This design comes from an exercise in tuning for a short achievable clock period and few clock cycles on the open sky130 flow, not from production work. In this exercise RTL edits were held to simulation tests only and were not proved equivalent to the original. Power and IR drop assume default switching activity.

==> flow/design.v (excerpt) <==
module rv_core (
  input  logic          clk,
  input  logic          rst,
  output rv_pkg::word_t imem_addr,
  input  rv_pkg::word_t imem_data,
  output logic          wb_cyc,
  output logic          wb_stb,
  output logic          wb_we,
  output rv_pkg::word_t wb_adr,
  output rv_pkg::word_t wb_dat_w,
  output logic [3:0]    wb_sel,
  input  rv_pkg::word_t wb_dat_r,
  input  logic          wb_ack
);
Size: ~100000 µm² of cells after synthesis.
clock: 16.0 ns
lec_check: 0
cap_margin: 20
cell_pad_in_sites_detail_placement: 1
cell_pad_in_sites_global_placement: 2
core_margin: 2
core_utilization: 30
slew_margin: 20
standard.sh (not shown) runs the stock make flow with config.mk's settings and CLKGATE_MAP_FILE= SYNTH_SCRIPT=/design/flow/synth_recipe.tcl, a recipe that flattens the netlist after the stock synthesis.
==> flow/flow/run.sh <==
#!/bin/bash
set -euo pipefail
bash standard.sh SETUP_SLACK_MARGIN=11 finish > standard_flow.log 2>&1
Testbench counts at the start, summed over its fixed seeds: cycles 5,872.
==> next run, changes <==
--- a/flow/design.v
+++ b/flow/design.v
@@ -247,29 +247,42 @@
       2'd2:    l_lane = l_raw[23:16];
       default: l_lane = l_raw[31:24];
     endcase
   end
   assign l_val = l_byte ? {{24{l_lane[7]}}, l_lane} : l_raw;
   logic fa_ex, fb_ex, a_rs1, b_rs2;
   rv_pkg::word_t rs1_o, rs2_o, a_oth, b_oth;
   assign fa_ex = ex_wr && e_rd == rs1;
   assign fb_ex = ex_wr && e_rd == rs2;
-  assign rs1_o = (l_valid && l_rd == rs1) ? l_val : rf1;
-  assign rs2_o = (l_valid && l_rd == rs2) ? l_val : rf2;
+  logic a_hit;
+  logic [7:0] a_lane;
+  rv_pkg::word_t a_val;
+  assign a_hit = c_valid && wb_ack && c_wen;
+  always_comb begin
+    case (c_off)
+      2'd0:    a_lane = wb_dat_r[7:0];
+      2'd1:    a_lane = wb_dat_r[15:8];
+      2'd2:    a_lane = wb_dat_r[23:16];
+      default: a_lane = wb_dat_r[31:24];
+    endcase
+  end
+  assign a_val = c_byte ? {{24{a_lane[7]}}, a_lane} : wb_dat_r;
+  assign rs1_o = (a_hit && c_rd == rs1) ? a_val : (l_valid && l_rd == rs1) ? l_val : rf1;
+  assign rs2_o = (a_hit && c_rd == rs2) ? a_val : (l_valid && l_rd == rs2) ? l_val : rf2;
   assign rs2_v = fb_ex ? ex_res : rs2_o;
   assign a_rs1 = !(is_auipc || is_jal || is_lui);
   assign b_rs2 = is_reg || is_br;
   assign a_oth = (is_auipc || is_jal) ? d_pc : is_lui ? '0 : rs1_o;
   assign b_oth = (b_rs2 ? rs2_o : is_jal ? 32'd4 : imm) ^ {32{inv}};
   logic pend1, pend2, q_full;
   always_comb begin
-    pend1 = (e_valid && e_load && e_rd == rs1) || (c_valid && c_wen && c_rd == rs1);
-    pend2 = (e_valid && e_load && e_rd == rs2) || (c_valid && c_wen && c_rd == rs2);
+    pend1 = (e_valid && e_load && e_rd == rs1) || (c_valid && c_wen && !wb_ack && c_rd == rs1);
+    pend2 = (e_valid && e_load && e_rd == rs2) || (c_valid && c_wen && !wb_ack && c_rd == rs2);
     for (int i = 0; i < QN; i++) begin
       pend1 = pend1 || (q_pw[i] && q_rd[i] == rs1);
       pend2 = pend2 || (q_pw[i] && q_rd[i] == rs2);
     end
     pend1 = pend1 && rs1 != 5'd0;
     pend2 = pend2 && rs2 != 5'd0;
   end
   assign q_full = (e_valid && (e_load || e_store)) ? (q_cnt >= (QB+1)'(QN - 1)) : (q_cnt >= (QB+1)'(QN));
   logic stall;
Outcome:
- clock power increases by 3.9%
- first-iteration DRC count increases by 2.5%
- final area increases by 1.8%
- routed wire length increases by 4.8%
- via count increases by 3.2%
- global-route usage increases by 0.99 points
- die area increases by 1.7%
- power increases by 4.3%
Testbench counts after the change, summed over its fixed seeds: cycles 5,828.

---

## main
rv_core, a different RTL version from the one above (not shown whole).
Size in the first run: about 9700 cells after synthesis, ~170 I/O pins, ~100000 um2 of cells after synthesis.
==> flow/config.mk <==
export PLATFORM = sky130hd
export DESIGN_NAME = rv_core
export DESIGN_NICKNAME = rv_core
export VERILOG_FILES = /design/flow/design.v
export SDC_FILE = /design/flow/constraint.sdc
export NUM_CORES = 4
export LEC_CHECK = 0
export CAP_MARGIN = 20
export CELL_PAD_IN_SITES_DETAIL_PLACEMENT = 1
export CELL_PAD_IN_SITES_GLOBAL_PLACEMENT = 2
export CORE_MARGIN = 2
export CORE_UTILIZATION = 30
export SLEW_MARGIN = 20
==> flow/constraint.sdc <==
create_clock -name core_clock -period 16.0 [get_ports {clk}]
set_input_delay 3.2000 -clock core_clock [delete_from_list [all_inputs] [get_ports {clk}]]
set_output_delay 3.2000 -clock core_clock [all_outputs]
set_load 0.01 [all_outputs]
==> flow/flow/run.sh <==
#!/bin/bash
set -euo pipefail
bash standard.sh SETUP_SLACK_MARGIN=11.5 finish > standard_flow.log 2>&1
Testbench counts of main, summed over its fixed seeds: cycles 5,828.
#### Input delta (the feature branch over main)
--- a/flow/design.v
+++ b/flow/design.v
@@ -394,48 +394,55 @@
     for (int i = 0; i < BN; i++) begin
       if (b_valid[i] && b_tag[i] == pc[31:2]) begin
         btb_hit = 1'b1;
         btb_tgt = btb_tgt | b_tgt[i];
       end
     end
   end
   assign id_redir = d_valid && (pred != d_btb);
+  logic btb_ins;
+  assign btb_ins = id_redir && pred;
+  always_ff @(posedge clk or posedge rst) begin
+    if (rst) begin
+      b_next <= '0;
+      for (int i = 0; i < BN; i++) b_valid[i] <= 1'b0;
+    end else begin
+      if (btb_ins) begin
+        b_valid[b_next] <= 1'b1;
+        b_next <= b_next + 2'd1;
+      end
+    end
+  end
   always_ff @(posedge clk or posedge rst) begin
     if (rst) begin
       pc <= '0;
       d_valid <= 1'b0;
       d_btb <= 1'b0;
       e_valid <= 1'b0;
-      b_next <= '0;
-      for (int i = 0; i < BN; i++) b_valid[i] <= 1'b0;
     end else if (ex_redirect) begin
       pc <= ex_target;
       d_valid <= 1'b0;
       e_valid <= 1'b0;
     end else if (stall) begin
       e_valid <= 1'b0;
     end else begin
       e_valid <= d_valid;
       if (id_redir) begin
         pc <= pred ? tgt : pc4_d;
         d_valid <= 1'b0;
-        if (pred) begin
-          b_valid[b_next] <= 1'b1;
-          b_next <= b_next + 2'd1;
-        end
       end else begin
         pc <= btb_hit ? {btb_tgt, 2'b00} : pc + 32'd4;
         d_valid <= 1'b1;
         d_btb <= btb_hit;
       end
     end
   end
   always_ff @(posedge clk) begin
-    if (!stall && id_redir && pred) begin
+    if (btb_ins) begin
       b_tag[b_next] <= d_pc[31:2];
       b_tgt[b_next] <= tgt[31:2];
     end
   end
   always_ff @(posedge clk) begin
     if (!stall) begin
       d_ir <= imem_data;
       d_rs1_sel <= 32'd1 << imem_data[19:15];
### Flow results
Every stage of the flow completed for the feature branch, and the final layout passed the timing, DRC and antenna checks. Changes observed in the feature branch relative to main: highest attainable clock frequency decreased 1.1%, setup slack of the critical path after layout moved down, chip width essentially unchanged, worst vdd rail ir drop rose 30 uV, height of the chip held steady. Compared with main, in the feature branch final instance count without filler cells held steady, routability-driven placement congestion ratio barely changed, number of clock buffer instances in the layout lower, die area has remained practically unchanged, filler cell count in the final layout lost 306. Diff main -> the feature branch | combined area of the multi-input logic cells | up slightly. Final instance area of the feature branch exceeds that of main slightly. In the feature branch, the utilization came out 0.40 points above the value in main.
Testbench counts of the feature branch, summed over its fixed seeds: cycles 5,828.

port drivers added, routing unchanged:
How much do the figures lean on ideal ports? The routed layouts below were timed once more, with nothing changed but the port constraints. Step 1, drivers: a clkbuf_16 drives clk and a buf_2 each remaining input, both assumed. Step 2 also shifts input and output timing later by t, the mid clock arrival at the registers, as if the neighbouring blocks saw the same clock. a / b / c = ideal ports / drivers / drivers and shift; a / b = the first two.
run | t (ns) | slack for setup (ns) | hold slack, ns | latest minus earliest clock arrival (ns)
the first run of note 1 | 1.056 | 10.842 / 10.842 / 10.103 | 0.390 / 0.390 / 0.390 | 0.081 / 0.082
the second run of note 1 | 1.040 | 10.806 / 10.806 / 9.956 | 0.454 / 0.454 / 0.454 | 0.087 / 0.087
main | 1.063 | 11.160 / 11.050 / 10.401 | 0.473 / 0.473 / 0.473 | 0.090 / 0.090
the feature branch | 1.087 | 11.106 / 10.994 / 10.424 | 0.477 / 0.477 / 0.477 | 0.095 / 0.096
After both steps every run listed still meets setup and hold. For the second run of note 1, which loses most, drivers alone change the setup slack by 0.000 ns; drivers and shift together by -0.850 ns.
